What follows belongs to an exercise in optimizing a design on an open flow for small area, a short achievable clock period and few clock cycles per item; a production flow would make more cautious choices. Power and IR drop assume default switching activity.

## rev 12
## uniform_grid_derivative
module uniform_grid_derivative
(
    input  wire logic                       i_clk,
    input  wire logic                       i_rst_n,
    input  wire logic                       i_cfg_wr_en,
    input  wire logic [ugd_pkg::TOL_W-1:0]           i_cfg_wr_data,
    input  wire logic                       i_in_valid,
    output logic                            o_in_ready,
    input  wire logic signed [ugd_pkg::SAMPLE_W-1:0] i_voltage_sample,
    input  wire logic signed [ugd_pkg::SAMPLE_W-1:0] i_current_sample,
    input  wire logic                       i_sequence_end,
    output logic                            o_out_valid,
    input  wire logic                       i_out_ready,
    output logic signed [ugd_pkg::SAMPLE_W-1:0]      o_derivative,
    output logic [ugd_pkg::ERR_W-1:0]                o_error_code,
    output logic                            o_run_last
);
    localparam int W = 35;
    localparam int S_A    = 0;    
    localparam int S_ACC0 = 1;    
    localparam int S_ACC1 = 2;    
    localparam int S_ACCN = 3;    
    localparam int S_B0   = 4;    
    localparam int S_B1   = 5;    
    localparam int S_B2   = 6;    
    localparam int S_B3   = 7;    
    localparam int S_F2   = 8;    
    localparam int S_F3   = 9;    
  ...
==> flow/config.mk <==
export PLATFORM = sky130hd
export DESIGN_NAME = uniform_grid_derivative
export DESIGN_NICKNAME = uniform_grid_derivative
export VERILOG_FILES = /design/flow/design.v
export SDC_FILE = /design/flow/constraint.sdc
export NUM_CORES = 4
export LEC_CHECK = 0
export CAP_MARGIN = 20
export CORE_MARGIN = 2
export CORE_UTILIZATION = 60
export SETUP_SLACK_MARGIN = 2.5
export SLEW_MARGIN = 20
export SYNTH_HIERARCHICAL = 1
==> flow/constraint.sdc <==
create_clock -name core_clock -period 7.0 [get_ports {i_clk}]
set_input_delay 1.4000 -clock core_clock [delete_from_list [all_inputs] [get_ports {i_clk}]]
set_output_delay 1.4000 -clock core_clock [all_outputs]
set_load 0.01 [all_outputs]
run.sh (not shown) runs the stock make flow with config.mk's settings and CLKGATE_MAP_FILE= SYNTH_SCRIPT=/design/flow/synth_recipe.tcl, a recipe that flattens the netlist after the stock synthesis.
Input-level comparison between rev 13 and rev 12:
-- flow/design.v --
<<< rev 12, line 139
    localparam int K_YI1 = 9;
    localparam int K_Y4R = 10;
    localparam int K_INV = 11;
    localparam int K_RPA = 12;
>>> rev 13, line 139
    localparam int K_YI1 = 9;
    localparam int K_Y4R = 10;
    localparam int K_Y4RN = 18;
    localparam int K_INV = 11;
    localparam int K_RPA = 12;
<<< rev 12, line 146
    localparam int K_QSH = 16;
    localparam int K_EWR = 17;
    localparam int NK = 18;
    logic [NK-1:0] r_sel, n_sel;
    logic xv, xc, xi0, xr, xr2, xe, ye, yh, yi0, yi1, y4r, pa_inv;
    function automatic logic [NK-1:0] sel_of(input logic [NS-1:0] st);
        sel_of = '0;
>>> rev 13, line 147
    localparam int K_QSH = 16;
    localparam int K_EWR = 17;
    localparam int NK = 19;
    logic [NK-1:0] r_sel, n_sel;
    logic xv, xc, xi0, xr, xr2, xe, ye, yh, yi0, yi1, y4r, y4rn, pa_inv;
    function automatic logic [NK-1:0] sel_of(input logic [NS-1:0] st);
        sel_of = '0;
<<< rev 12, line 161
        sel_of[K_YI0] = st[S_B3] | st[S_F3] | st[S_CVA] | st[S_LCE] | st[S_L3];
        sel_of[K_YI1] = st[S_B2] | st[S_L1];
        sel_of[K_Y4R] = st[S_F2] | st[S_L2] | st[S_B1];
        sel_of[K_INV] = st[S_A] | st[S_B2] | st[S_B3] | st[S_F3] | st[S_CVA] | st[S_LCE]
              | st[S_L1] | st[S_L2] | st[S_L3];
>>> rev 13, line 162
        sel_of[K_YI0] = st[S_B3] | st[S_F3] | st[S_CVA] | st[S_LCE] | st[S_L3];
        sel_of[K_YI1] = st[S_B2] | st[S_L1];
        sel_of[K_Y4R] = st[S_F2] | st[S_B1];
        sel_of[K_Y4RN] = st[S_L2];
        sel_of[K_INV] = st[S_A] | st[S_B2] | st[S_B3] | st[S_F3] | st[S_CVA] | st[S_LCE]
              | st[S_L1] | st[S_L2] | st[S_L3];
<<< rev 12, line 183
        yi1 = r_sel[K_YI1];
        y4r = r_sel[K_Y4R];
        pa_inv = r_sel[K_INV];
        pa_x = ({W{xv}}  & W'(i_voltage_sample))
>>> rev 13, line 185
        yi1 = r_sel[K_YI1];
        y4r = r_sel[K_Y4R];
        y4rn = r_sel[K_Y4RN];
        pa_inv = r_sel[K_INV];
        pa_x = ({W{xv}}  & W'(i_voltage_sample))
<<< rev 12, line 190
             | ({W{xr2}} & (r_rem <<< 1))
             | ({W{xe}}  & W'(r_e));
        pa_y = ({W{ye}}  & W'(r_e))
             | ({W{yh}}  & W'(r_h))
             | ({W{yi0}} & W'(r_i0))
             | ({W{yi1}} & W'(r_i1))
             | ({W{y4r}} & (r_rem <<< 2));
    end
    ugd_add #(.N(W)) u_pa (.a(pa_x), .b(pa_y ^ {W{pa_inv}}), .ci(pa_inv), .s(pa));
    assign pa_top = W'(signed'(pa[W-1:16]));
    logic [W-1:0] dvs, dx, d3x, t1, ta, tb, t2;
>>> rev 13, line 193
             | ({W{xr2}} & (r_rem <<< 1))
             | ({W{xe}}  & W'(r_e));
        pa_y = ({W{ye}}   & ~(W'(r_e)))
             | ({W{yh}}   & W'(r_h))
             | ({W{yi0}}  & ~(W'(r_i0)))
             | ({W{yi1}}  & ~(W'(r_i1)))
             | ({W{y4r}}  & (r_rem <<< 2))
             | ({W{y4rn}} & ~(r_rem <<< 2));
    end
    ugd_add #(.N(W)) u_pa (.a(pa_x), .b(pa_y), .ci(pa_inv), .s(pa));
    assign pa_top = W'(signed'(pa[W-1:16]));
    logic [W-1:0] dvs, dx, d3x, t1, ta, tb, t2;
<<< rev 12, line 334
        end
        if (r_st[S_B3]) begin
            n_sub  = (pa[W-1] == r_h[32]);
            n_gneg = pa[W-1];
            n_dn   = r_h[32];
>>> rev 13, line 338
        end
        if (r_st[S_B3]) begin
            n_gneg = pa[W-1];
            n_dn   = r_h[32];
<<< rev 12, line 377
        end
        if (load) begin
            n_sub   = (pa[W-1] == r_h[32]);
            n_gneg  = pa[W-1];
            n_dn    = r_h[32] ^ load_sig;
>>> rev 13, line 380
        end
        if (load) begin
            n_gneg  = pa[W-1];
            n_dn    = r_h[32] ^ load_sig;
<<< rev 12, line 389
        dexit = dlast || (d0 && sat0);
        if (d0 | r_st[S_DIV]) begin
            n_sub = (t2[W-1] == r_h[32]);
            n_ex  = (((r_ex || rem_zero) && !r_q[31]) || t_zero) && !r_q[30];
            n_cnt = r_cnt + 4'd1;
>>> rev 13, line 391
        dexit = dlast || (d0 && sat0);
        if (d0 | r_st[S_DIV]) begin
            n_ex  = (((r_ex || rem_zero) && !r_q[31]) || t_zero) && !r_q[30];
            n_cnt = r_cnt + 4'd1;
<<< rev 12, line 413
            n_q = {pa[15:0], 16'd0} & {32{r_sel[K_QLD] && !(r_st[S_B3] && too_far)}};
        n_sel = sel_of(n_st);
        if (emit) begin
            n_out_valid = 1'b1;
>>> rev 13, line 414
            n_q = {pa[15:0], 16'd0} & {32{r_sel[K_QLD] && !(r_st[S_B3] && too_far)}};
        n_sel = sel_of(n_st);
        n_sub = (r_sel[K_RTOP] ? pa[W-1] : t2[W-1]) == r_h[32];
        if (emit) begin
            n_out_valid = 1'b1;
### Flow results
Number of CTS-inserted buffers: rev 13 lower than rev 12. Comparing rev 12 and rev 13, worst path required time is higher on rev 13. Rev 13 ends up with a area growth from synthesis to final layout that is 1.5 points lower than in rev 12. Re flip-flop and latch count: no difference whatsoever between rev 12 and rev 13. The net count reported at finish of rev 13 exceeds that of rev 12 by 76. Clock distribution power across rev 12 and rev 13: no real change. Rev 13 vs. rev 12: sequential cell area fraction in the yosys report about even; count of non-filler cells in the finished layout rose 76. Run comparison: rev 12 start-to-end type of the worst setup path in2reg; rev 13 start-to-end type of the worst setup path reg2reg. Total via count after detailed routing was higher in rev 13 than in rev 12.
Function was not checked in any run of this note: the RTL went through the layout flow alone.

alpha:
uniform_grid_derivative, a different RTL version from the one above (not shown whole).
For scale: about 0.022 sq mm of cells after synthesis.
// uniform_grid_derivative
module uniform_grid_derivative
(
    input  wire logic                       i_clk,
    input  wire logic                       i_rst_n,
    input  wire logic                       i_cfg_wr_en,
    input  wire logic [ugd_pkg::TOL_W-1:0]           i_cfg_wr_data,
    input  wire logic                       i_in_valid,
    output logic                            o_in_ready,
    input  wire logic signed [ugd_pkg::SAMPLE_W-1:0] i_voltage_sample,
    input  wire logic signed [ugd_pkg::SAMPLE_W-1:0] i_current_sample,
    input  wire logic                       i_sequence_end,
    output logic                            o_out_valid,
    input  wire logic                       i_out_ready,
    output logic signed [ugd_pkg::SAMPLE_W-1:0]      o_derivative,
    output logic [ugd_pkg::ERR_W-1:0]                o_error_code,
    output logic                            o_run_last
);
    localparam int W = 35;
    localparam int S_A   = 0;    
    localparam int S_ACC = 1;    
    localparam int S_B   = 2;    
    localparam int S_F2  = 3;    
    localparam int S_F3  = 4;    
    localparam int S_DIV = 5;    
    localparam int S_CV  = 6;    
    localparam int S_LC  = 7;    
    localparam int S_L1  = 8;    
    localparam int S_L2  = 9;    
    localparam int S_L3  = 10;   
    localparam int NS    = 11;
    typedef enum logic [2:0] {
        ACT_NONE  = 3'd0,
        ACT_CLEAR = 3'd1,    
        ACT_BREAK = 3'd2,    
        ACT_P0    = 3'd3,    
        ACT_P1    = 3'd4,    
        ACT_SHIFT = 3'd5,    
        ACT_ENDJ  = 3'd6     
    } t_act;
    logic [NS-1:0] r_st, n_st;
    t_act   r_act, n_act;
    logic   r_ready, n_ready;
    logic [TOL_W-1:0]   r_tol;
    logic signed [33:0] r_e, n_e;           
    logic signed [32:0] r_h, n_h;           
    logic [W-1:0]       r_t, n_t;           
    logic signed [31:0] r_i1, n_i1, r_i0, n_i0;
    logic [1:0]         r_pts, n_pts;
    logic               r_brk, n_brk;
    logic               r_pc, n_pc, r_pl, n_pl, r_ewr, n_ewr;
    logic signed [W-1:0] r_rem, n_rem;
    logic [31:0]         r_q, n_q;
    logic [3:0]          r_cnt, n_cnt;
    logic                r_ex, n_ex, r_gneg, n_gneg, r_dn, n_dn, r_jlast, n_jlast;
  ...
clock: 7.0 ns
lec_check: 0
cap_margin: 20
core_margin: 2
core_utilization: 40
setup_slack_margin: 3.5
slew_margin: 20
alpha ended with every stage complete and zero timing, DRC or antenna violations.
[inputs] beta vs alpha
diff --git a/flow/design.v b/flow/design.v
--- a/flow/design.v
+++ b/flow/design.v
@@ -108,14 +108,15 @@
     logic               r_brk, n_brk;
     logic               r_pc, n_pc, r_pl, n_pl, r_ewr, n_ewr;
     logic signed [W-1:0] r_rem, n_rem;
     logic [31:0]         r_q, n_q;
     logic [3:0]          r_cnt, n_cnt;
     logic                r_ex, n_ex, r_gneg, n_gneg, r_dn, n_dn, r_jlast, n_jlast;
     logic                r_conv, n_conv;
+    logic                r_sat, n_sat;
     logic                r_out_valid, n_out_valid;
     logic [1:0]          r_out_err, n_out_err;
     logic                r_out_last, n_out_last;
     logic signed [W-1:0] pa_x, pa_y, pa;
     logic                pa_inv;
     logic xv, xc, xi0, xr, xr2, xe, ye, yh, yi0, yi1, y4r;
     logic ewr_now, acc_e, acc_h;
@@ -169,15 +170,15 @@
     assign rem_zero = (r_rem == '0);
     assign t_zero   = (t1 == '0);
     logic        exact, qneg, ovf, corr;
     logic [32:0] r33;
     logic [31:0] res;
     assign exact = r_ex || rem_zero;
     assign qneg  = r_gneg ^ r_dn;
-    assign ovf   = r_q[31] ^ qneg;
+    assign ovf   = r_sat;
     assign corr  = r_dn ^ (r_gneg & ~exact);
     assign r33   = {r_q[31], r_q} + 33'(corr);
     always_comb begin
         if (ovf)                     res = qneg ? 32'h8000_0000 : 32'h7fff_ffff;
         else if (r33[32] != r33[31]) res = 32'h7fff_ffff;
         else                         res = r33[31:0];
     end
@@ -208,14 +209,15 @@
         n_q         = r_q;
         n_cnt       = r_cnt;
         n_ex        = r_ex;
         n_gneg      = r_gneg;
         n_dn        = r_dn;
         n_jlast     = r_jlast;
         n_conv      = 1'b0;
+        n_sat       = r_sat;
         n_out_valid = r_out_valid && !i_out_ready;
         n_out_err   = r_out_err;
         n_out_last  = r_out_last;
         emit        = 1'b0;
         emit_code   = 2'd0;
         load        = 1'b0;
         load_sig    = 1'b0;
@@ -327,15 +329,18 @@
             end
         end
         if (r_st[S_DIV]) begin
             n_rem = t2;
             n_q   = {r_q[29:0], qb1, qb2};
             n_ex  = (((r_ex || rem_zero) && !r_q[31]) || t_zero) && !r_q[30];
             n_cnt = r_cnt + 4'd1;
-            if (r_cnt == 4'd15) begin
+            if (r_cnt == 4'd0) begin
+                n_sat = qb1 ^ r_gneg ^ r_dn;     
+            end
+            if (r_cnt == 4'd15 || (r_cnt == 4'd0 && (qb1 ^ r_gneg ^ r_dn))) begin
                 n_conv = 1'b1;
                 if (r_pc)      n_st[S_CV] = 1'b1;
                 else if (r_pl) n_st[S_L1] = 1'b1;
                 else           n_st[S_A]  = 1'b1;
             end else begin
                 n_st[S_DIV] = 1'b1;
             end
@@ -433,14 +438,15 @@
         r_rem      <= n_rem;
         r_q        <= n_q;
         r_cnt      <= n_cnt;
         r_ex       <= n_ex;
         r_gneg     <= n_gneg;
         r_dn       <= n_dn;
         r_jlast    <= n_jlast;
+        r_sat      <= n_sat;
         r_out_err  <= n_out_err;
         r_out_last <= n_out_last;
     end
     assign o_in_ready   = r_ready;
     assign o_out_valid  = r_out_valid;
     assign o_derivative = r_q;
     assign o_error_code = r_out_err;
Results
The final layout from beta, which completed every stage, passed the timing, design-rule and antenna checks at the end of the flow.
Maximum frequency on beta is ahead of alpha.
Floorplan check, beta vs alpha: die outline larger in beta
Against alpha as the reference, beta delivers a higher total routed wire length on the met1 layer.
beta: count of flip-flops with a built-in enable after synthesis 1 above alpha
Across both runs, height of the chip was higher for beta than for alpha.
Going from alpha to beta, via count picked up an extra 882; detail-routed via count per cell picked up an extra about 1.5%.
No run of this note included a check of the RTL's function; only the layout flow was run.

==> afterwards: timing with drivers on the ports <==
The flow's constraints put no driver on any port. The routed layouts listed below were extracted and timed again, unchanged, in two steps.
Step 1 (the two cells are an assumption about what drives the block):
set clk [get_ports {i_clk}]
set_driving_cell -lib_cell sky130_fd_sc_hd__clkbuf_16 $clk
set_driving_cell -lib_cell sky130_fd_sc_hd__buf_2 [delete_from_list [all_inputs] $clk]
Step 2 moves the port delays by t, midway between the first and last clock arrival at a register: inputs arrive t later, outputs are due t later. That takes back most of the time a late clock gives input paths.
Three values: ideal ports, drivers, drivers and shift; two values: the first two.
| run | t, ns | slack for setup (ns) | latest minus earliest clock arrival (ns) |
|---|---|---|---|
| rev 12 | 0.618 | 2.489 / 2.495 / 1.908 | 0.022 / 0.022 |
| rev 13 | 0.625 | 2.479 / 2.479 / 1.969 | 0.025 / 0.026 |
| alpha | 0.603 | 1.847 / 1.847 / 1.374 | 0.020 / 0.021 |
| beta | 0.667 | 1.958 / 1.958 / 1.622 | 0.031 / 0.031 |
After both steps every run listed still meets setup and hold. For rev 12, which loses most, drivers alone change the setup slack by +0.006 ns; drivers and shift together by -0.581 ns.
